What follows belongs to an exercise in optimizing a design on an open flow for small area, a short achievable clock period and few clock cycles per item; a production flow would make more cautious choices.
The RTL was checked by simulation tests, not by an equivalence proof against the original design.
Power is estimated from default activity; no workload was simulated.

<file path="flow/design.v">
`default_nettype none
package div_pkg;
  localparam int xlen = 32;
  typedef enum logic [1:0] {
    OP_DIV  = 2'd0,
    OP_DIVU = 2'd1,
    OP_REM  = 2'd2,
    OP_REMU = 2'd3
  } div_op_e;
endpackage
`default_nettype wire
`timescale 1ns/1ps
`default_nettype none
module div_operand_prep
(
  input  logic        CLK,
  input  logic        RST_N,
  input  logic        in_valid,
  input  logic        in_ready,
  input  logic [31:0] in_a,
  input  logic [31:0] in_b,
  input  logic [1:0]  in_op,
  input  logic        recirc,
  input  logic        recirc_head,
  input  logic [31:0] recirc_data,
  output logic        slot_valid,
  output logic        slot_done,
  output logic        slot_head,
  output logic [31:0] slot_dq,
  output logic [31:0] slot_divisor,
  output logic        slot_neg,
  output logic        slot_take_rem
);
  logic        is_signed;
  logic        a_neg;
  logic        b_neg;
  logic        b_zero;
  logic [31:0] a_mag;
  logic [31:0] b_mag;
  logic        neg_d;
  always_comb begin
    is_signed = !in_op[0];
    a_neg     = is_signed & in_a[31];
    b_neg     = is_signed & in_b[31];
    b_zero    = (in_b == '0);
    a_mag = a_neg ? ('0 - in_a) : in_a;
    b_mag = b_neg ? ('0 - in_b) : in_b;
    neg_d = in_op[1] ? a_neg : ((a_neg ^ b_neg) & !b_zero);
  end
  always_ff @(posedge CLK) begin
    if (!RST_N) begin
      slot_valid <= 1'b0;
    end else begin
      slot_valid <= recirc | (in_valid & in_ready);
    end
  end
  always_ff @(posedge CLK) begin
    slot_done     <= recirc;
    slot_head     <= recirc_head;
    slot_dq       <= a_mag;
    slot_divisor  <= recirc ? recirc_data : b_mag;
    slot_neg      <= neg_d;
    slot_take_rem <= in_op[1];
  end
endmodule
`default_nettype wire
`timescale 1ns/1ps
`default_nettype none
module div_step_stage
#(
  parameter int J0 = 0,
  parameter int K  = 2,
  parameter int SEL = 0,
  parameter int RI = (J0 < 1) ? 1 : J0,
  parameter int RO = (SEL != 0) ? 32 : J0 + K
)
(
  input  logic          CLK,
  input  logic          RST_N,
  input  logic          prev_valid,
  input  logic          prev_done,
  input  logic          prev_head,
  input  logic [RI-1:0] prev_rem,
  input  logic [31:0]   prev_dq,
  input  logic [31:0]   prev_divisor,
  input  logic          prev_neg,
  input  logic          prev_take_rem,
  output logic          next_valid,
  output logic          next_done,
  output logic          next_head,
  output logic [RO-1:0] next_rem,
  output logic [31:0]   next_dq,
  output logic [31:0]   next_divisor,
  output logic          next_neg,
  output logic          next_take_rem
);
  logic [31:0] rem [0:K];
  logic [31:0] dq  [0:K];
  assign rem[0] = (J0 == 0) ? 32'd0 : {{(32 - RI){1'b0}}, prev_rem};
  assign dq[0]  = prev_dq;
  for (genvar i = 0; i < K; i++) begin : g_step
    localparam int W = J0 + i + 1;
    logic [W-1:0] t;
    logic [W-1:0] d;
    logic         borrow;
    logic         hi_nz;
    logic         ge;
    if (W == 1) begin : g_t1
      assign t = dq[i][31];
    end else begin : g_tn
      assign t = {rem[i][W-2:0], dq[i][31]};
    end
    if (W < 32) begin : g_hi
      assign hi_nz = |prev_divisor[31:W];
    end else begin : g_nohi
      assign hi_nz = 1'b0;
    end
    assign {borrow, d} = {1'b0, t} - {1'b0, prev_divisor[W-1:0]};
    assign ge = !hi_nz && !borrow;
    if (W < 32) begin : g_rw
      assign rem[i+1] = {{(32 - W){1'b0}}, ge ? d : t};
    end else begin : g_rf
      assign rem[i+1] = ge ? d : t;
    end
    assign dq[i+1] = {dq[i][30:0], ge};
  end
  always_ff @(posedge CLK) begin
    if (!RST_N) begin
      next_valid <= 1'b0;
    end else begin
      next_valid <= prev_valid;
    end
  end
  if (SEL) begin : g_sel
    always_ff @(posedge CLK) begin
      next_rem <= prev_take_rem ? rem[K] : dq[K];
    end
    assign next_dq = '0;
  end else begin : g_nosel
    always_ff @(posedge CLK) begin
      next_rem <= rem[K][RO-1:0];
      next_dq  <= dq[K];
    end
  end
  always_ff @(posedge CLK) begin
    next_done     <= prev_done;
    next_head     <= prev_head;
    next_divisor  <= prev_divisor;
    next_neg      <= prev_neg;
    next_take_rem <= prev_take_rem;
  end
endmodule
`default_nettype wire
`timescale 1ns/1ps
`default_nettype none
module div_result_fixup
(
  input  logic        CLK,
  input  logic        RST_N,
  input  logic        r_ready,
  output logic        in_ready,
  input  logic        prev_valid,
  input  logic        prev_done,
  input  logic        prev_head,
  input  logic [31:0] prev_mag,
  input  logic [31:0] prev_divisor,
  input  logic        prev_neg,
  output logic        recirc,
  output logic        recirc_head,
  output logic [31:0] result,
  output logic        r_valid,
  output logic [31:0] r_data
);
  logic        ring;
  logic        skid_valid;
  logic [31:0] skid_data;
  logic        full;
  logic        deliver;
  logic        pop;
  always_comb begin
    if (prev_done) begin
      result = prev_divisor;
    end else begin
      result = prev_neg ? ('0 - prev_mag) : prev_mag;
    end
  end
  assign full        = skid_valid;
  assign deliver     = prev_valid & !full & (!ring | prev_head);
  assign recirc      = prev_valid & !deliver;
  assign recirc_head = recirc & (!ring | prev_head);
  assign in_ready    = !ring & !(prev_valid & full);
  assign pop         = r_valid & r_ready;
  always_ff @(posedge CLK) begin
    if (!RST_N) begin
      ring <= 1'b0;
    end else if (recirc_head) begin
      ring <= 1'b1;
    end else if (deliver & prev_head) begin
      ring <= 1'b0;
    end
  end
  always_ff @(posedge CLK) begin
    if (!RST_N) begin
      r_valid    <= 1'b0;
      skid_valid <= 1'b0;
    end else begin
      if (pop) begin
        if (skid_valid) begin
          skid_valid <= deliver;
        end else begin
          r_valid <= deliver;
        end
      end else if (!r_valid) begin
        r_valid <= deliver;
      end else if (!skid_valid) begin
        skid_valid <= deliver;
      end
    end
  end
  always_ff @(posedge CLK) begin
    if (pop) begin
      r_data    <= skid_valid ? skid_data : result;
      skid_data <= result;
    end else if (!r_valid) begin
      r_data <= result;
    end else if (!skid_valid) begin
      skid_data <= result;
    end
  end
endmodule
`default_nettype wire
`timescale 1ns/1ps
`default_nettype none
module div_top
(
  input  logic        CLK,
  input  logic        RST_N,
  input  logic        in_valid,
  output logic        in_ready,
  input  logic [31:0] in_a,
  input  logic [31:0] in_b,
  input  logic [1:0]  in_op,
  output logic        r_valid,
  input  logic        r_ready,
  output logic [31:0] r_data
);
  logic        recirc;
  logic        recirc_head;
  logic [31:0] result;
  logic        s0_valid;
  logic        s0_done;
  logic        s0_head;
  logic [31:0] s0_dq;
  logic [31:0] s0_divisor;
  logic        s0_neg;
  logic        s0_take_rem;
  logic        s1_valid;
  logic        s1_done;
  logic        s1_head;
  logic [1:0] s1_rem;
  logic [31:0] s1_dq;
  logic [31:0] s1_divisor;
  logic        s1_neg;
  logic        s1_take_rem;
  logic        s2_valid;
  logic        s2_done;
  logic        s2_head;
  logic [3:0] s2_rem;
  logic [31:0] s2_dq;
  logic [31:0] s2_divisor;
  logic        s2_neg;
  logic        s2_take_rem;
  logic        s3_valid;
  logic        s3_done;
  logic        s3_head;
  logic [4:0] s3_rem;
  logic [31:0] s3_dq;
  logic [31:0] s3_divisor;
  logic        s3_neg;
  logic        s3_take_rem;
  logic        s4_valid;
  logic        s4_done;
  logic        s4_head;
  logic [5:0] s4_rem;
  logic [31:0] s4_dq;
  logic [31:0] s4_divisor;
  logic        s4_neg;
  logic        s4_take_rem;
  logic        s5_valid;
  logic        s5_done;
  logic        s5_head;
  logic [6:0] s5_rem;
  logic [31:0] s5_dq;
  logic [31:0] s5_divisor;
  logic        s5_neg;
  logic        s5_take_rem;
  logic        s6_valid;
  logic        s6_done;
  logic        s6_head;
  logic [7:0] s6_rem;
  logic [31:0] s6_dq;
  logic [31:0] s6_divisor;
  logic        s6_neg;
  logic        s6_take_rem;
  logic        s7_valid;
  logic        s7_done;
  logic        s7_head;
  logic [8:0] s7_rem;
  logic [31:0] s7_dq;
  logic [31:0] s7_divisor;
  logic        s7_neg;
  logic        s7_take_rem;
  logic        s8_valid;
  logic        s8_done;
  logic        s8_head;
  logic [9:0] s8_rem;
  logic [31:0] s8_dq;
  logic [31:0] s8_divisor;
  logic        s8_neg;
  logic        s8_take_rem;
  logic        s9_valid;
  logic        s9_done;
  logic        s9_head;
  logic [10:0] s9_rem;
  logic [31:0] s9_dq;
  logic [31:0] s9_divisor;
  logic        s9_neg;
  logic        s9_take_rem;
  logic        s10_valid;
  logic        s10_done;
  logic        s10_head;
  logic [11:0] s10_rem;
  logic [31:0] s10_dq;
  logic [31:0] s10_divisor;
  logic        s10_neg;
  logic        s10_take_rem;
  logic        s11_valid;
  logic        s11_done;
  logic        s11_head;
  logic [12:0] s11_rem;
  logic [31:0] s11_dq;
  logic [31:0] s11_divisor;
  logic        s11_neg;
  logic        s11_take_rem;
  logic        s12_valid;
  logic        s12_done;
  logic        s12_head;
  logic [13:0] s12_rem;
  logic [31:0] s12_dq;
  logic [31:0] s12_divisor;
  logic        s12_neg;
  logic        s12_take_rem;
  logic        s13_valid;
  logic        s13_done;
  logic        s13_head;
  logic [14:0] s13_rem;
  logic [31:0] s13_dq;
  logic [31:0] s13_divisor;
  logic        s13_neg;
  logic        s13_take_rem;
  logic        s14_valid;
  logic        s14_done;
  logic        s14_head;
  logic [15:0] s14_rem;
  logic [31:0] s14_dq;
  logic [31:0] s14_divisor;
  logic        s14_neg;
  logic        s14_take_rem;
  logic        s15_valid;
  logic        s15_done;
  logic        s15_head;
  logic [16:0] s15_rem;
  logic [31:0] s15_dq;
  logic [31:0] s15_divisor;
  logic        s15_neg;
  logic        s15_take_rem;
  logic        s16_valid;
  logic        s16_done;
  logic        s16_head;
  logic [17:0] s16_rem;
  logic [31:0] s16_dq;
  logic [31:0] s16_divisor;
  logic        s16_neg;
  logic        s16_take_rem;
  logic        s17_valid;
  logic        s17_done;
  logic        s17_head;
  logic [18:0] s17_rem;
  logic [31:0] s17_dq;
  logic [31:0] s17_divisor;
  logic        s17_neg;
  logic        s17_take_rem;
  logic        s18_valid;
  logic        s18_done;
  logic        s18_head;
  logic [19:0] s18_rem;
  logic [31:0] s18_dq;
  logic [31:0] s18_divisor;
  logic        s18_neg;
  logic        s18_take_rem;
  logic        s19_valid;
  logic        s19_done;
  logic        s19_head;
  logic [20:0] s19_rem;
  logic [31:0] s19_dq;
  logic [31:0] s19_divisor;
  logic        s19_neg;
  logic        s19_take_rem;
  logic        s20_valid;
  logic        s20_done;
  logic        s20_head;
  logic [21:0] s20_rem;
  logic [31:0] s20_dq;
  logic [31:0] s20_divisor;
  logic        s20_neg;
  logic        s20_take_rem;
  logic        s21_valid;
  logic        s21_done;
  logic        s21_head;
  logic [22:0] s21_rem;
  logic [31:0] s21_dq;
  logic [31:0] s21_divisor;
  logic        s21_neg;
  logic        s21_take_rem;
  logic        s22_valid;
  logic        s22_done;
  logic        s22_head;
  logic [23:0] s22_rem;
  logic [31:0] s22_dq;
  logic [31:0] s22_divisor;
  logic        s22_neg;
  logic        s22_take_rem;
  logic        s23_valid;
  logic        s23_done;
  logic        s23_head;
  logic [24:0] s23_rem;
  logic [31:0] s23_dq;
  logic [31:0] s23_divisor;
  logic        s23_neg;
  logic        s23_take_rem;
  logic        s24_valid;
  logic        s24_done;
  logic        s24_head;
  logic [25:0] s24_rem;
  logic [31:0] s24_dq;
  logic [31:0] s24_divisor;
  logic        s24_neg;
  logic        s24_take_rem;
  logic        s25_valid;
  logic        s25_done;
  logic        s25_head;
  logic [26:0] s25_rem;
  logic [31:0] s25_dq;
  logic [31:0] s25_divisor;
  logic        s25_neg;
  logic        s25_take_rem;
  logic        s26_valid;
  logic        s26_done;
  logic        s26_head;
  logic [27:0] s26_rem;
  logic [31:0] s26_dq;
  logic [31:0] s26_divisor;
  logic        s26_neg;
  logic        s26_take_rem;
  logic        s27_valid;
  logic        s27_done;
  logic        s27_head;
  logic [28:0] s27_rem;
  logic [31:0] s27_dq;
  logic [31:0] s27_divisor;
  logic        s27_neg;
  logic        s27_take_rem;
  logic        s28_valid;
  logic        s28_done;
  logic        s28_head;
  logic [29:0] s28_rem;
  logic [31:0] s28_dq;
  logic [31:0] s28_divisor;
  logic        s28_neg;
  logic        s28_take_rem;
  logic        s29_valid;
  logic        s29_done;
  logic        s29_head;
  logic [30:0] s29_rem;
  logic [31:0] s29_dq;
  logic [31:0] s29_divisor;
  logic        s29_neg;
  logic        s29_take_rem;
  logic        s30_valid;
  logic        s30_done;
  logic        s30_head;
  logic [31:0] s30_rem;
  logic [31:0] s30_dq;
  logic [31:0] s30_divisor;
  logic        s30_neg;
  logic        s30_take_rem;
  div_operand_prep u_operand_prep (
    .CLK           (CLK),
    .RST_N         (RST_N),
    .in_valid      (in_valid),
    .in_ready      (in_ready),
    .in_a          (in_a),
    .in_b          (in_b),
    .in_op         (in_op),
    .recirc        (recirc),
    .recirc_head   (recirc_head),
    .recirc_data   (result),
    .slot_valid    (s0_valid),
    .slot_done     (s0_done),
    .slot_head     (s0_head),
    .slot_dq       (s0_dq),
    .slot_divisor  (s0_divisor),
    .slot_neg      (s0_neg),
    .slot_take_rem (s0_take_rem)
  );
  div_step_stage #(.J0(0), .K(2), .SEL(0)) u_stage0 (
    .CLK           (CLK),
    .RST_N         (RST_N),
    .prev_valid    (s0_valid),
    .prev_done     (s0_done),
    .prev_head     (s0_head),
    .prev_rem      (1'b0),
    .prev_dq       (s0_dq),
    .prev_divisor  (s0_divisor),
    .prev_neg      (s0_neg),
    .prev_take_rem (s0_take_rem),
    .next_valid    (s1_valid),
    .next_done     (s1_done),
    .next_head     (s1_head),
    .next_rem      (s1_rem),
    .next_dq       (s1_dq),
    .next_divisor  (s1_divisor),
    .next_neg      (s1_neg),
    .next_take_rem (s1_take_rem)
  );
  div_step_stage #(.J0(2), .K(2), .SEL(0)) u_stage1 (
    .CLK           (CLK),
    .RST_N         (RST_N),
    .prev_valid    (s1_valid),
    .prev_done     (s1_done),
    .prev_head     (s1_head),
    .prev_rem      (s1_rem),
    .prev_dq       (s1_dq),
    .prev_divisor  (s1_divisor),
    .prev_neg      (s1_neg),
    .prev_take_rem (s1_take_rem),
    .next_valid    (s2_valid),
    .next_done     (s2_done),
    .next_head     (s2_head),
    .next_rem      (s2_rem),
    .next_dq       (s2_dq),
    .next_divisor  (s2_divisor),
    .next_neg      (s2_neg),
    .next_take_rem (s2_take_rem)
  );
  div_step_stage #(.J0(4), .K(1), .SEL(0)) u_stage2 (
    .CLK           (CLK),
    .RST_N         (RST_N),
    .prev_valid    (s2_valid),
    .prev_done     (s2_done),
    .prev_head     (s2_head),
    .prev_rem      (s2_rem),
    .prev_dq       (s2_dq),
    .prev_divisor  (s2_divisor),
    .prev_neg      (s2_neg),
    .prev_take_rem (s2_take_rem),
    .next_valid    (s3_valid),
    .next_done     (s3_done),
    .next_head     (s3_head),
    .next_rem      (s3_rem),
    .next_dq       (s3_dq),
    .next_divisor  (s3_divisor),
    .next_neg      (s3_neg),
    .next_take_rem (s3_take_rem)
  );
  div_step_stage #(.J0(5), .K(1), .SEL(0)) u_stage3 (
    .CLK           (CLK),
    .RST_N         (RST_N),
    .prev_valid    (s3_valid),
    .prev_done     (s3_done),
    .prev_head     (s3_head),
    .prev_rem      (s3_rem),
    .prev_dq       (s3_dq),
    .prev_divisor  (s3_divisor),
    .prev_neg      (s3_neg),
    .prev_take_rem (s3_take_rem),
    .next_valid    (s4_valid),
    .next_done     (s4_done),
    .next_head     (s4_head),
    .next_rem      (s4_rem),
    .next_dq       (s4_dq),
    .next_divisor  (s4_divisor),
    .next_neg      (s4_neg),
    .next_take_rem (s4_take_rem)
  );
  div_step_stage #(.J0(6), .K(1), .SEL(0)) u_stage4 (
    .CLK           (CLK),
    .RST_N         (RST_N),
    .prev_valid    (s4_valid),
    .prev_done     (s4_done),
    .prev_head     (s4_head),
    .prev_rem      (s4_rem),
    .prev_dq       (s4_dq),
    .prev_divisor  (s4_divisor),
    .prev_neg      (s4_neg),
    .prev_take_rem (s4_take_rem),
    .next_valid    (s5_valid),
    .next_done     (s5_done),
    .next_head     (s5_head),
    .next_rem      (s5_rem),
    .next_dq       (s5_dq),
    .next_divisor  (s5_divisor),
    .next_neg      (s5_neg),
    .next_take_rem (s5_take_rem)
  );
  div_step_stage #(.J0(7), .K(1), .SEL(0)) u_stage5 (
    .CLK           (CLK),
    .RST_N         (RST_N),
    .prev_valid    (s5_valid),
    .prev_done     (s5_done),
    .prev_head     (s5_head),
    .prev_rem      (s5_rem),
    .prev_dq       (s5_dq),
    .prev_divisor  (s5_divisor),
    .prev_neg      (s5_neg),
    .prev_take_rem (s5_take_rem),
    .next_valid    (s6_valid),
    .next_done     (s6_done),
    .next_head     (s6_head),
    .next_rem      (s6_rem),
    .next_dq       (s6_dq),
    .next_divisor  (s6_divisor),
    .next_neg      (s6_neg),
    .next_take_rem (s6_take_rem)
  );
  div_step_stage #(.J0(8), .K(1), .SEL(0)) u_stage6 (
    .CLK           (CLK),
    .RST_N         (RST_N),
    .prev_valid    (s6_valid),
    .prev_done     (s6_done),
    .prev_head     (s6_head),
    .prev_rem      (s6_rem),
    .prev_dq       (s6_dq),
    .prev_divisor  (s6_divisor),
    .prev_neg      (s6_neg),
    .prev_take_rem (s6_take_rem),
    .next_valid    (s7_valid),
    .next_done     (s7_done),
    .next_head     (s7_head),
    .next_rem      (s7_rem),
    .next_dq       (s7_dq),
    .next_divisor  (s7_divisor),
    .next_neg      (s7_neg),
    .next_take_rem (s7_take_rem)
  );
  div_step_stage #(.J0(9), .K(1), .SEL(0)) u_stage7 (
    .CLK           (CLK),
    .RST_N         (RST_N),
    .prev_valid    (s7_valid),
    .prev_done     (s7_done),
    .prev_head     (s7_head),
    .prev_rem      (s7_rem),
    .prev_dq       (s7_dq),
    .prev_divisor  (s7_divisor),
    .prev_neg      (s7_neg),
    .prev_take_rem (s7_take_rem),
    .next_valid    (s8_valid),
    .next_done     (s8_done),
    .next_head     (s8_head),
    .next_rem      (s8_rem),
    .next_dq       (s8_dq),
    .next_divisor  (s8_divisor),
    .next_neg      (s8_neg),
    .next_take_rem (s8_take_rem)
  );
  div_step_stage #(.J0(10), .K(1), .SEL(0)) u_stage8 (
    .CLK           (CLK),
    .RST_N         (RST_N),
    .prev_valid    (s8_valid),
    .prev_done     (s8_done),
    .prev_head     (s8_head),
    .prev_rem      (s8_rem),
    .prev_dq       (s8_dq),
    .prev_divisor  (s8_divisor),
    .prev_neg      (s8_neg),
    .prev_take_rem (s8_take_rem),
    .next_valid    (s9_valid),
    .next_done     (s9_done),
    .next_head     (s9_head),
    .next_rem      (s9_rem),
    .next_dq       (s9_dq),
    .next_divisor  (s9_divisor),
    .next_neg      (s9_neg),
    .next_take_rem (s9_take_rem)
  );
  div_step_stage #(.J0(11), .K(1), .SEL(0)) u_stage9 (
    .CLK           (CLK),
    .RST_N         (RST_N),
    .prev_valid    (s9_valid),
    .prev_done     (s9_done),
    .prev_head     (s9_head),
    .prev_rem      (s9_rem),
    .prev_dq       (s9_dq),
    .prev_divisor  (s9_divisor),
    .prev_neg      (s9_neg),
    .prev_take_rem (s9_take_rem),
    .next_valid    (s10_valid),
    .next_done     (s10_done),
    .next_head     (s10_head),
    .next_rem      (s10_rem),
    .next_dq       (s10_dq),
    .next_divisor  (s10_divisor),
    .next_neg      (s10_neg),
    .next_take_rem (s10_take_rem)
  );
  div_step_stage #(.J0(12), .K(1), .SEL(0)) u_stage10 (
    .CLK           (CLK),
    .RST_N         (RST_N),
    .prev_valid    (s10_valid),
    .prev_done     (s10_done),
    .prev_head     (s10_head),
    .prev_rem      (s10_rem),
    .prev_dq       (s10_dq),
    .prev_divisor  (s10_divisor),
    .prev_neg      (s10_neg),
    .prev_take_rem (s10_take_rem),
    .next_valid    (s11_valid),
    .next_done     (s11_done),
    .next_head     (s11_head),
    .next_rem      (s11_rem),
    .next_dq       (s11_dq),
    .next_divisor  (s11_divisor),
    .next_neg      (s11_neg),
    .next_take_rem (s11_take_rem)
  );
  div_step_stage #(.J0(13), .K(1), .SEL(0)) u_stage11 (
    .CLK           (CLK),
    .RST_N         (RST_N),
    .prev_valid    (s11_valid),
    .prev_done     (s11_done),
    .prev_head     (s11_head),
    .prev_rem      (s11_rem),
    .prev_dq       (s11_dq),
    .prev_divisor  (s11_divisor),
    .prev_neg      (s11_neg),
    .prev_take_rem (s11_take_rem),
    .next_valid    (s12_valid),
    .next_done     (s12_done),
    .next_head     (s12_head),
    .next_rem      (s12_rem),
    .next_dq       (s12_dq),
    .next_divisor  (s12_divisor),
    .next_neg      (s12_neg),
    .next_take_rem (s12_take_rem)
  );
  div_step_stage #(.J0(14), .K(1), .SEL(0)) u_stage12 (
    .CLK           (CLK),
    .RST_N         (RST_N),
    .prev_valid    (s12_valid),
    .prev_done     (s12_done),
    .prev_head     (s12_head),
    .prev_rem      (s12_rem),
    .prev_dq       (s12_dq),
    .prev_divisor  (s12_divisor),
    .prev_neg      (s12_neg),
    .prev_take_rem (s12_take_rem),
    .next_valid    (s13_valid),
    .next_done     (s13_done),
    .next_head     (s13_head),
    .next_rem      (s13_rem),
    .next_dq       (s13_dq),
    .next_divisor  (s13_divisor),
    .next_neg      (s13_neg),
    .next_take_rem (s13_take_rem)
  );
  div_step_stage #(.J0(15), .K(1), .SEL(0)) u_stage13 (
    .CLK           (CLK),
    .RST_N         (RST_N),
    .prev_valid    (s13_valid),
    .prev_done     (s13_done),
    .prev_head     (s13_head),
    .prev_rem      (s13_rem),
    .prev_dq       (s13_dq),
    .prev_divisor  (s13_divisor),
    .prev_neg      (s13_neg),
    .prev_take_rem (s13_take_rem),
    .next_valid    (s14_valid),
    .next_done     (s14_done),
    .next_head     (s14_head),
    .next_rem      (s14_rem),
    .next_dq       (s14_dq),
    .next_divisor  (s14_divisor),
    .next_neg      (s14_neg),
    .next_take_rem (s14_take_rem)
  );
  div_step_stage #(.J0(16), .K(1), .SEL(0)) u_stage14 (
    .CLK           (CLK),
    .RST_N         (RST_N),
    .prev_valid    (s14_valid),
    .prev_done     (s14_done),
    .prev_head     (s14_head),
    .prev_rem      (s14_rem),
    .prev_dq       (s14_dq),
    .prev_divisor  (s14_divisor),
    .prev_neg      (s14_neg),
    .prev_take_rem (s14_take_rem),
    .next_valid    (s15_valid),
    .next_done     (s15_done),
    .next_head     (s15_head),
    .next_rem      (s15_rem),
    .next_dq       (s15_dq),
    .next_divisor  (s15_divisor),
    .next_neg      (s15_neg),
    .next_take_rem (s15_take_rem)
  );
  div_step_stage #(.J0(17), .K(1), .SEL(0)) u_stage15 (
    .CLK           (CLK),
    .RST_N         (RST_N),
    .prev_valid    (s15_valid),
    .prev_done     (s15_done),
    .prev_head     (s15_head),
    .prev_rem      (s15_rem),
    .prev_dq       (s15_dq),
    .prev_divisor  (s15_divisor),
    .prev_neg      (s15_neg),
    .prev_take_rem (s15_take_rem),
    .next_valid    (s16_valid),
    .next_done     (s16_done),
    .next_head     (s16_head),
    .next_rem      (s16_rem),
    .next_dq       (s16_dq),
    .next_divisor  (s16_divisor),
    .next_neg      (s16_neg),
    .next_take_rem (s16_take_rem)
  );
  div_step_stage #(.J0(18), .K(1), .SEL(0)) u_stage16 (
    .CLK           (CLK),
    .RST_N         (RST_N),
    .prev_valid    (s16_valid),
    .prev_done     (s16_done),
    .prev_head     (s16_head),
    .prev_rem      (s16_rem),
    .prev_dq       (s16_dq),
    .prev_divisor  (s16_divisor),
    .prev_neg      (s16_neg),
    .prev_take_rem (s16_take_rem),
    .next_valid    (s17_valid),
    .next_done     (s17_done),
    .next_head     (s17_head),
    .next_rem      (s17_rem),
    .next_dq       (s17_dq),
    .next_divisor  (s17_divisor),
    .next_neg      (s17_neg),
    .next_take_rem (s17_take_rem)
  );
  div_step_stage #(.J0(19), .K(1), .SEL(0)) u_stage17 (
    .CLK           (CLK),
    .RST_N         (RST_N),
    .prev_valid    (s17_valid),
    .prev_done     (s17_done),
    .prev_head     (s17_head),
    .prev_rem      (s17_rem),
    .prev_dq       (s17_dq),
    .prev_divisor  (s17_divisor),
    .prev_neg      (s17_neg),
    .prev_take_rem (s17_take_rem),
    .next_valid    (s18_valid),
    .next_done     (s18_done),
    .next_head     (s18_head),
    .next_rem      (s18_rem),
    .next_dq       (s18_dq),
    .next_divisor  (s18_divisor),
    .next_neg      (s18_neg),
    .next_take_rem (s18_take_rem)
  );
  div_step_stage #(.J0(20), .K(1), .SEL(0)) u_stage18 (
    .CLK           (CLK),
    .RST_N         (RST_N),
    .prev_valid    (s18_valid),
    .prev_done     (s18_done),
    .prev_head     (s18_head),
    .prev_rem      (s18_rem),
    .prev_dq       (s18_dq),
    .prev_divisor  (s18_divisor),
    .prev_neg      (s18_neg),
    .prev_take_rem (s18_take_rem),
    .next_valid    (s19_valid),
    .next_done     (s19_done),
    .next_head     (s19_head),
    .next_rem      (s19_rem),
    .next_dq       (s19_dq),
    .next_divisor  (s19_divisor),
    .next_neg      (s19_neg),
    .next_take_rem (s19_take_rem)
  );
  div_step_stage #(.J0(21), .K(1), .SEL(0)) u_stage19 (
    .CLK           (CLK),
    .RST_N         (RST_N),
    .prev_valid    (s19_valid),
    .prev_done     (s19_done),
    .prev_head     (s19_head),
    .prev_rem      (s19_rem),
    .prev_dq       (s19_dq),
    .prev_divisor  (s19_divisor),
    .prev_neg      (s19_neg),
    .prev_take_rem (s19_take_rem),
    .next_valid    (s20_valid),
    .next_done     (s20_done),
    .next_head     (s20_head),
    .next_rem      (s20_rem),
    .next_dq       (s20_dq),
    .next_divisor  (s20_divisor),
    .next_neg      (s20_neg),
    .next_take_rem (s20_take_rem)
  );
  div_step_stage #(.J0(22), .K(1), .SEL(0)) u_stage20 (
    .CLK           (CLK),
    .RST_N         (RST_N),
    .prev_valid    (s20_valid),
    .prev_done     (s20_done),
    .prev_head     (s20_head),
    .prev_rem      (s20_rem),
    .prev_dq       (s20_dq),
    .prev_divisor  (s20_divisor),
    .prev_neg      (s20_neg),
    .prev_take_rem (s20_take_rem),
    .next_valid    (s21_valid),
    .next_done     (s21_done),
    .next_head     (s21_head),
    .next_rem      (s21_rem),
    .next_dq       (s21_dq),
    .next_divisor  (s21_divisor),
    .next_neg      (s21_neg),
    .next_take_rem (s21_take_rem)
  );
  div_step_stage #(.J0(23), .K(1), .SEL(0)) u_stage21 (
    .CLK           (CLK),
    .RST_N         (RST_N),
    .prev_valid    (s21_valid),
    .prev_done     (s21_done),
    .prev_head     (s21_head),
    .prev_rem      (s21_rem),
    .prev_dq       (s21_dq),
    .prev_divisor  (s21_divisor),
    .prev_neg      (s21_neg),
    .prev_take_rem (s21_take_rem),
    .next_valid    (s22_valid),
    .next_done     (s22_done),
    .next_head     (s22_head),
    .next_rem      (s22_rem),
    .next_dq       (s22_dq),
    .next_divisor  (s22_divisor),
    .next_neg      (s22_neg),
    .next_take_rem (s22_take_rem)
  );
  div_step_stage #(.J0(24), .K(1), .SEL(0)) u_stage22 (
    .CLK           (CLK),
    .RST_N         (RST_N),
    .prev_valid    (s22_valid),
    .prev_done     (s22_done),
    .prev_head     (s22_head),
    .prev_rem      (s22_rem),
    .prev_dq       (s22_dq),
    .prev_divisor  (s22_divisor),
    .prev_neg      (s22_neg),
    .prev_take_rem (s22_take_rem),
    .next_valid    (s23_valid),
    .next_done     (s23_done),
    .next_head     (s23_head),
    .next_rem      (s23_rem),
    .next_dq       (s23_dq),
    .next_divisor  (s23_divisor),
    .next_neg      (s23_neg),
    .next_take_rem (s23_take_rem)
  );
  div_step_stage #(.J0(25), .K(1), .SEL(0)) u_stage23 (
    .CLK           (CLK),
    .RST_N         (RST_N),
    .prev_valid    (s23_valid),
    .prev_done     (s23_done),
    .prev_head     (s23_head),
    .prev_rem      (s23_rem),
    .prev_dq       (s23_dq),
    .prev_divisor  (s23_divisor),
    .prev_neg      (s23_neg),
    .prev_take_rem (s23_take_rem),
    .next_valid    (s24_valid),
    .next_done     (s24_done),
    .next_head     (s24_head),
    .next_rem      (s24_rem),
    .next_dq       (s24_dq),
    .next_divisor  (s24_divisor),
    .next_neg      (s24_neg),
    .next_take_rem (s24_take_rem)
  );
  div_step_stage #(.J0(26), .K(1), .SEL(0)) u_stage24 (
    .CLK           (CLK),
    .RST_N         (RST_N),
    .prev_valid    (s24_valid),
    .prev_done     (s24_done),
    .prev_head     (s24_head),
    .prev_rem      (s24_rem),
    .prev_dq       (s24_dq),
    .prev_divisor  (s24_divisor),
    .prev_neg      (s24_neg),
    .prev_take_rem (s24_take_rem),
    .next_valid    (s25_valid),
    .next_done     (s25_done),
    .next_head     (s25_head),
    .next_rem      (s25_rem),
    .next_dq       (s25_dq),
    .next_divisor  (s25_divisor),
    .next_neg      (s25_neg),
    .next_take_rem (s25_take_rem)
  );
  div_step_stage #(.J0(27), .K(1), .SEL(0)) u_stage25 (
    .CLK           (CLK),
    .RST_N         (RST_N),
    .prev_valid    (s25_valid),
    .prev_done     (s25_done),
    .prev_head     (s25_head),
    .prev_rem      (s25_rem),
    .prev_dq       (s25_dq),
    .prev_divisor  (s25_divisor),
    .prev_neg      (s25_neg),
    .prev_take_rem (s25_take_rem),
    .next_valid    (s26_valid),
    .next_done     (s26_done),
    .next_head     (s26_head),
    .next_rem      (s26_rem),
    .next_dq       (s26_dq),
    .next_divisor  (s26_divisor),
    .next_neg      (s26_neg),
    .next_take_rem (s26_take_rem)
  );
  div_step_stage #(.J0(28), .K(1), .SEL(0)) u_stage26 (
    .CLK           (CLK),
    .RST_N         (RST_N),
    .prev_valid    (s26_valid),
    .prev_done     (s26_done),
    .prev_head     (s26_head),
    .prev_rem      (s26_rem),
    .prev_dq       (s26_dq),
    .prev_divisor  (s26_divisor),
    .prev_neg      (s26_neg),
    .prev_take_rem (s26_take_rem),
    .next_valid    (s27_valid),
    .next_done     (s27_done),
    .next_head     (s27_head),
    .next_rem      (s27_rem),
    .next_dq       (s27_dq),
    .next_divisor  (s27_divisor),
    .next_neg      (s27_neg),
    .next_take_rem (s27_take_rem)
  );
  div_step_stage #(.J0(29), .K(1), .SEL(0)) u_stage27 (
    .CLK           (CLK),
    .RST_N         (RST_N),
    .prev_valid    (s27_valid),
    .prev_done     (s27_done),
    .prev_head     (s27_head),
    .prev_rem      (s27_rem),
    .prev_dq       (s27_dq),
    .prev_divisor  (s27_divisor),
    .prev_neg      (s27_neg),
    .prev_take_rem (s27_take_rem),
    .next_valid    (s28_valid),
    .next_done     (s28_done),
    .next_head     (s28_head),
    .next_rem      (s28_rem),
    .next_dq       (s28_dq),
    .next_divisor  (s28_divisor),
    .next_neg      (s28_neg),
    .next_take_rem (s28_take_rem)
  );
  div_step_stage #(.J0(30), .K(1), .SEL(0)) u_stage28 (
    .CLK           (CLK),
    .RST_N         (RST_N),
    .prev_valid    (s28_valid),
    .prev_done     (s28_done),
    .prev_head     (s28_head),
    .prev_rem      (s28_rem),
    .prev_dq       (s28_dq),
    .prev_divisor  (s28_divisor),
    .prev_neg      (s28_neg),
    .prev_take_rem (s28_take_rem),
    .next_valid    (s29_valid),
    .next_done     (s29_done),
    .next_head     (s29_head),
    .next_rem      (s29_rem),
    .next_dq       (s29_dq),
    .next_divisor  (s29_divisor),
    .next_neg      (s29_neg),
    .next_take_rem (s29_take_rem)
  );
  div_step_stage #(.J0(31), .K(1), .SEL(1)) u_stage29 (
    .CLK           (CLK),
    .RST_N         (RST_N),
    .prev_valid    (s29_valid),
    .prev_done     (s29_done),
    .prev_head     (s29_head),
    .prev_rem      (s29_rem),
    .prev_dq       (s29_dq),
    .prev_divisor  (s29_divisor),
    .prev_neg      (s29_neg),
    .prev_take_rem (s29_take_rem),
    .next_valid    (s30_valid),
    .next_done     (s30_done),
    .next_head     (s30_head),
    .next_rem      (s30_rem),
    .next_dq       (s30_dq),
    .next_divisor  (s30_divisor),
    .next_neg      (s30_neg),
    .next_take_rem (s30_take_rem)
  );
  div_result_fixup u_result_fixup (
    .CLK           (CLK),
    .RST_N         (RST_N),
    .r_ready       (r_ready),
    .in_ready      (in_ready),
    .prev_valid    (s30_valid),
    .prev_done     (s30_done),
    .prev_head     (s30_head),
    .prev_mag      (s30_rem),
    .prev_divisor  (s30_divisor),
    .prev_neg      (s30_neg),
    .recirc        (recirc),
    .recirc_head   (recirc_head),
    .result        (result),
    .r_valid       (r_valid),
    .r_data        (r_data)
  );
endmodule
`default_nettype wire
</file>
<file path="flow/run.sh">
#!/bin/bash
# synth_recipe.tcl (not shown) runs the flow's synth.tcl, then flattens the netlist and writes it again
# the make line also repeats each setting of config.mk as NAME=value (left out here)
make -C /OpenROAD-flow-scripts/flow DESIGN_CONFIG=/design/flow/config.mk WORK_HOME=/design/flow/orfs CLKGATE_MAP_FILE= SYNTH_SCRIPT=/design/flow/synth_recipe.tcl finish
</file>
<file path="flow/config.mk">
export PLATFORM = sky130hd
export DESIGN_NAME = div_top
export DESIGN_NICKNAME = div_top
export VERILOG_FILES = /design/flow/design.v
export SDC_FILE = /design/flow/constraint.sdc
export NUM_CORES = 4
export LEC_CHECK = 0
export CAP_MARGIN = 20
export CORE_MARGIN = 2
export CORE_UTILIZATION = 40
export SETUP_SLACK_MARGIN = 3.0
export SLEW_MARGIN = 20
</file>
<file path="flow/constraint.sdc">
create_clock -name core_clock -period 7.0 [get_ports {CLK}]
set_input_delay 1.4000 -clock core_clock [delete_from_list [all_inputs] [get_ports {CLK}]]
set_output_delay 1.4000 -clock core_clock [all_outputs]
set_load 0.01 [all_outputs]
</file>
==> qor.yml, run 1 <==
vias_per_cell: 4.77
ys_seq_area_share_pct: 60.7
fin_util_pct: 46.6
hold_class: "reg -> reg"
synthMuxAreaShare_pct: 3.54
worst-path-buf-inv: 0
clock_sinks: 2697
required_ns: 7.58
path_cells: "or4_4, or3_1, or4_4, or4_4, o41ai_2, xor2_1, nor2_1, a21oi_2, o21ai_0"
htree_levels: 5
r2r_cells: 9
worstSetupEndpointType: "flip-flop"
grt_pass1_vias: 55300
layout_common_cells: "2630 x dfxtp_1, 705 x inv_1, 530 x ha_1"
die_area_um2: 229000
clkLatencyLatePin_ns: 0.91
synth_xor_area_share_pct: 4.55
drc: 0
cp-start-kind: "flip-flop"
ir_drop_uv: 221
p_per_area_nw_per_um2: 389
cp.depth: 9
fin_area_um2: 104000
hold_path_depth: 0
synth_top_area_cell: "dfxtp_1"
drive_gt1_share_pct: 9.51
syn-mean-instance-area_um2: 11.2
area_delta_synth_final_pct: 16.0
wl_um: 176000
grt_pass1_wl_um: 284000
syn_nets: 8691
synth.top_cell.area_share_pct: 58.6
netlist_area_um2: 90000
final_cell_count_no_fill: 11500
dpl_cell_area_um2: 94600
fin_worst_skew_ns: 0.0861
crit_path_max_fanout: 5
min-delay-start: "u_stage23.next_dq[23]$_DFF_P_"
place_ws_ns: 2.15
antenna_left: 0
setup-violations-final: 0
grt_usage_pct: 15.2
die_y_um: 478
num_io_pins: 104
core_area_um2: 224000
slew_viol_final: 0
synth_compound_area_share_pct: 10.9
critical_path_arrival_ns: 4.48
portBuffers: 103
maxCapViolations: 0
timing.critical_path.mode_cell: "or4_4"
status: "complete, no violations"
wl_per_cell_um: 15.3
synth_edf_count: 64
rows: 174
worstSetupStartpoint: "u_stage29.next_rem[7]$_DFF_P_"
synth.area.top_cells: "dfxtp_1 59%, ha_1 7.4%, mux2_2 3.0%"
die_x_um: 478
grt-ovfl-total: 0
crit_path_max_incr_delay_ns: 0.55
final_nets: 8981
critical_path_class: "reg -> reg"
final_hold_viol_count: 0
ys_types: 85
slew_headroom_pct: 22.2
path_clk_slew_ns: 0.06
rsz0062_at_grt: "false"
drt_first_iter_violations: 2867
finalSetupTns_ns: 0
cts_root_buffer: "clkbuf_16"
worst_pin_slew_ns: 1.17
dp_cells: 11100
synthFlopType: "dfxtp_1"
layout_setup_ws_ns: 3.10
syn-instance-count: 8060
synth_simple_gate_area_share_pct: 8.70
ys_ff_latch: 2697
r2r_start: "u_stage29.next_rem[7]$_DFF_P_"
cts_buffer_depth: 4
crit_path_top_delay_cell: "or4_4"
period_share_pct: 55.7
mostFrequentLayoutCell: "dfxtp_1"
synth_top_family_by_area: "compound AO/OA/AOI/OAI gates"
cts_inserted_buffers: 287
hold_slack_ns: 0.282
antenna_found_initial: 11
synthAdderAreaFrac_pct: 8.06
dr.pass1.iters: 6
synthArstFlopShare_pct: 0
leakagePower_nw: 45.7
finalPower_mw: 40.6
grt_max_degree: 66
place_hpwl_um: 131000
place_congestion: 0.850
cts_tree: "built"
vias: 55100
crit_family: "simple AND/OR/NAND/NOR gates"
fin_crit_ns: 3.90
start_util_pct: 40.1
fmax_mhz: 256
synth-warning-count: 92
metal layers:
metal	vias up	GRT usage [%]	wire, µm
met5	-	0	0
met1	25800	19.2	80800
li1	28000	-	-
met3	403	2.60	7010
met4	0	5.19	5180
met2	896	25.9	83200
path summary, 6_finish.rpt:
check	to	slack, ns
max	u_result_fixup.r_data[28]$_DFFE_PP_	3.10
min	u_stage24.next_dq[24]$_DFF_P_	0.28
max reg2reg	u_result_fixup.r_data[28]$_DFFE_PP_	3.10
min reg2reg	u_stage24.next_dq[24]$_DFF_P_	0.28
area by class of cell:
type / instances / area [µm²]
fillers: 20400 / 120000
multi-input cells: 4522 / 32500
clock buffers: 404 / 8380
flip-flops and latches: 2697 / 54600
inverters: 705 / 2650
clock inverters: 85 / 1170
repair buffers: 137 / 1330
diodes: 5 / 12.5
well taps: 2992 / 3740
cell usage after synthesis, types with 17 or more instances:
cell	number
a211oi_1	34
a21boi_0	46
a21o_1	176
a21oi_1	399
a31oi_1	51
and2_1	56
and3_1	40
clkbuf_1	122
dfxtp_1	2633
edfxtp_1	64
fa_1	31
ha_1	530
inv_1	705
mux2_2	237
mux2i_1	49
nand2_1	509
nand2b_1	86
nand3_1	82
nand4_1	39
nor2_1	394
nor2b_1	91
nor3_1	98
nor4_1	108
o2111ai_1	18
o211ai_1	24
o21a_1	66
o21ai_0	497
o21bai_1	26
o31a_1	17
o31ai_1	60
o41ai_1	27
or2_2	18
or3_1	39
or4_1	22
xnor2_1	260
xor2_1	208
cell families (layout without fill, tap and decap cells):
kind of cell             count (synthesis)  in the layout
AO/OA/AOI/OAI                         1579           1579
XOR/XNOR                               468            468
adder cells (fa/ha/maj)                561            561
buffers and inverters                  841           1331
flip-flops                            2697           2697
multiplexers                           287            287
other                                    0              5
AND/OR/NAND/NOR                       1627           1627
worst register-to-register path: stages (launching register included):
cell and delay, ns:
dfxtp_1 0.32, or4_4 0.54, or3_1 0.46, or4_4 0.55, or4_4 0.49, o41ai_2 0.25, xor2_1 0.18, nor2_1 0.06
a21oi_2 0.50, o21ai_0 0.24
report_power, final:
group | switching, mW | internal [mW]
sequential | 0.911 | 17.0
clock | 5.81 | 9.25
combinational | 4.23 | 3.37
total | 11.0 | 29.6
what timing repair did:
item | in CTS | in global routing
setup endpoints to repair | 45 | 175
pin swaps | 0 | 2
setup buffers | 0 | 2
resized for setup | 8 | 38
hold buffers | 0 | 0
gates cloned | 0 | 0
Testbench counts, summed over its fixed seeds: cycles 9,856, items 9,600.
==> inputs of run 2 (changes only) <==
--- a/flow/config.mk
+++ b/flow/config.mk
@@ -10,3 +10,3 @@
 export CORE_UTILIZATION = 40
-export SETUP_SLACK_MARGIN = 3.0
+export SETUP_SLACK_MARGIN = 0.2
 export SLEW_MARGIN = 20
==> run 2 against run 1 <==
Against the previous run:
- still clean
- combinational power shrank 1%
- die area stayed put
- sequential cell count stayed put
- synthesized area stayed put
- critical path type unchanged
==> qor.yml, run 2 <==
area_delta_synth_final_pct: 15.8
rsz0062_at_grt: "false"
maxCapViolations: 0
slew_viol_final: 0
critical_path_class: "reg -> reg"
core_area_um2: 224000
synth.top_cell.area_share_pct: 58.6
postCtsSetupRepairBufs: 0
wl_um: 176000
grt_pass1_wl_um: 284000
finalSetupTns_ns: 0
num_io_pins: 104
place_hpwl_um: 131000
synth_top_area_cell: "dfxtp_1"
ir_drop_uv: 218
cts_buffer_depth: 4
fin_crit_ns: 4.18
antenna_left: 0
die_x_um: 478
syn-mean-instance-area_um2: 11.2
grt_pass1_vias: 55300
synthFlopType: "dfxtp_1"
final_hold_viol_count: 0
drc: 0
layout_common_cells: "2630 x dfxtp_1, 705 x inv_1, 530 x ha_1"
worstSetupEndpointType: "flip-flop"
vias_per_cell: 4.77
grt_max_degree: 66
crit_path_max_fanout: 4
cts_tree: "built"
drive_gt1_share_pct: 9.23
grt-ovfl-total: 0
netlist_area_um2: 90000
cts_inserted_buffers: 287
synth.most_common_cell: "dfxtp_1"
path_clk_slew_ns: 0.06
antenna_found_initial: 11
ys_seq_area_share_pct: 60.7
required_ns: 7.80
leakagePower_nw: 45.7
die_y_um: 478
dr.pass1.iters: 5
finalPower_mw: 40.5
status: "complete, no violations"
mostFrequentLayoutCell: "dfxtp_1"
cp-start-kind: "flip-flop"
fmax_mhz: 239
hold_class: "reg -> reg"
grt_usage_pct: 15.2
final.fill_count: 20400
final_cell_count_no_fill: 11500
clock_sinks: 2697
synthTopCellsByCount: "2633 x dfxtp_1, 705 x inv_1, 530 x ha_1"
wl_per_cell_um: 15.2
setup-violations-final: 0
syn_nets: 8691
vias: 55100
synth_edf_count: 64
synth.area.top_cells: "dfxtp_1 59%, ha_1 7.4%, mux2_2 3.0%"
dp_cells: 11100
period_share_pct: 59.7
final_nets: 8979
drt_first_iter_violations: 2945
worst_pin_slew_ns: 1.15
die_area_um2: 229000
p_per_area_nw_per_um2: 389
htree_levels: 5
ys_types: 85
fin_worst_skew_ns: 0.0860
clkLatencyLatePin_ns: 0.91
synthArstFlopShare_pct: 0
syn-instance-count: 8060
critical_path_arrival_ns: 4.98
cts_resized: 0
rows: 174
postCtsHoldBufs: 0
portBuffers: 103
fin_util_pct: 46.5
slew_headroom_pct: 23.3
cts_root_buffer: "clkbuf_16"
place_congestion: 0.850
start_util_pct: 40.1
synth-warning-count: 92
ys_ff_latch: 2697
[run 2: worst max-delay path, cell delays in order (launching register included)]
cell       delay, ns
dfxtp_1         0.29
inv_1           0.06
ha_1            0.17
inv_1           0.06
fa_1            0.41
a211oi_1        0.37
o21ai_0         0.23
a2111oi_1       0.66
nor3_1          0.22
a2111oi_1       0.55
o41a_1          0.33
o21bai_1        0.17
a21boi_0        0.25
xnor2_1         0.08
mux2_2          0.26
[run 2: layout make-up]
cell class / instances / area [µm²] / share of cell area [%]
clock buffer: 404 / 8380 / 8.05
inverter: 705 / 2650 / 2.54
sequential: 2697 / 54600 / 52.4
antenna: 5 / 12.5 / 0.0120
multi-input combinational: 4522 / 32300 / 31.0
tap: 2992 / 3740 / 3.59
clock inverter: 85 / 1170 / 1.12
timing repair buffer: 135 / 1270 / 1.22
[run 2: path summary, 6_finish.rpt]
path | start | cells after the start | slack (ns) | endpoint
min | u_stage23.next_dq[23]$_DFF_P_ | 0 | 0.28 | u_stage24.next_dq[24]$_DFF_P_
min reg2reg | u_stage23.next_dq[23]$_DFF_P_ | 0 | 0.28 | u_stage24.next_dq[24]$_DFF_P_
max reg2reg | u_stage27.next_dq[31]$_DFF_P_ | 14 | 2.82 | u_stage28.next_rem[26]$_DFF_P_
max | u_stage27.next_dq[31]$_DFF_P_ | 14 | 2.82 | u_stage28.next_rem[26]$_DFF_P_
[run 2: power breakdown]
part / total [mW] / switching, mW / internal, mW
Sequential: 17.9 / 0.911 / 17.0
Clock: 15.1 / 5.81 / 9.25
Combinational: 7.52 / 4.20 / 3.33
[run 2: kinds of logic after synthesis]
logic type | after synthesis | share of synthesized area (%)
AND/OR/NAND/NOR | 1627 | 8.70
multiplexers | 287 | 3.54
adder cells (fa/ha/maj) | 561 | 8.06
flip-flops | 2697 | 60.7
AO/OA/AOI/OAI | 1579 | 10.9
buffers and inverters | 841 | 3.52
XOR/XNOR | 468 | 4.55
[run 2: through the flow]
stage	cell area, µm²	setup slack (ns)	hold WS (ns)
finish	104000	2.82	0.282
global route	104000	2.53	0.291
CTS	104000	2.65	0.285
detailed placement	94600	2.15	0.312
global placement	94600	2.21	0.310
floorplan	90000	3.44	0.310
[run 2: layer usage]
metal	part of all wire [%]	routed length (µm)	vias to the layer above	track usage, %
li1	-	-	28000	-
met1	46	80800	25800	19.2
met2	47	83000	914	25.9
met3	4.0	7000	402	2.60
met4	2.9	5170	0	5.19
met5	0	0	-	0

## static timing again, ports no longer ideal
In the flow no input, the clock included, has a driving cell. The finished layouts below were timed again as built, in two steps.
Step 1 sets driving cells, clkbuf_16 on the clock port and buf_2 on the other inputs (assumed; they add their load-dependent delay and slew).
Step 2 moves the port delays by t, midway between the first and last clock arrival at a register: inputs arrive t later, outputs are due t later. That takes back most of the time a late clock gives input paths.
Three values: ideal, step 1, step 2; two values: the first two.
run | t, ns | slack for setup (ns) | hold slack, ns | worst setup path after step 2
run 1 | 0.960 | 3.100 / 3.100 / 2.365 | 0.282 / 0.282 / 0.282 | input to register
run 2 | 0.960 | 2.822 / 2.822 / 2.276 | 0.282 / 0.282 / 0.282 | input to register
After both steps every run listed still meets setup and hold. For run 1, which loses most, drivers alone change the setup slack by 0.000 ns; drivers and shift together by -0.735 ns.
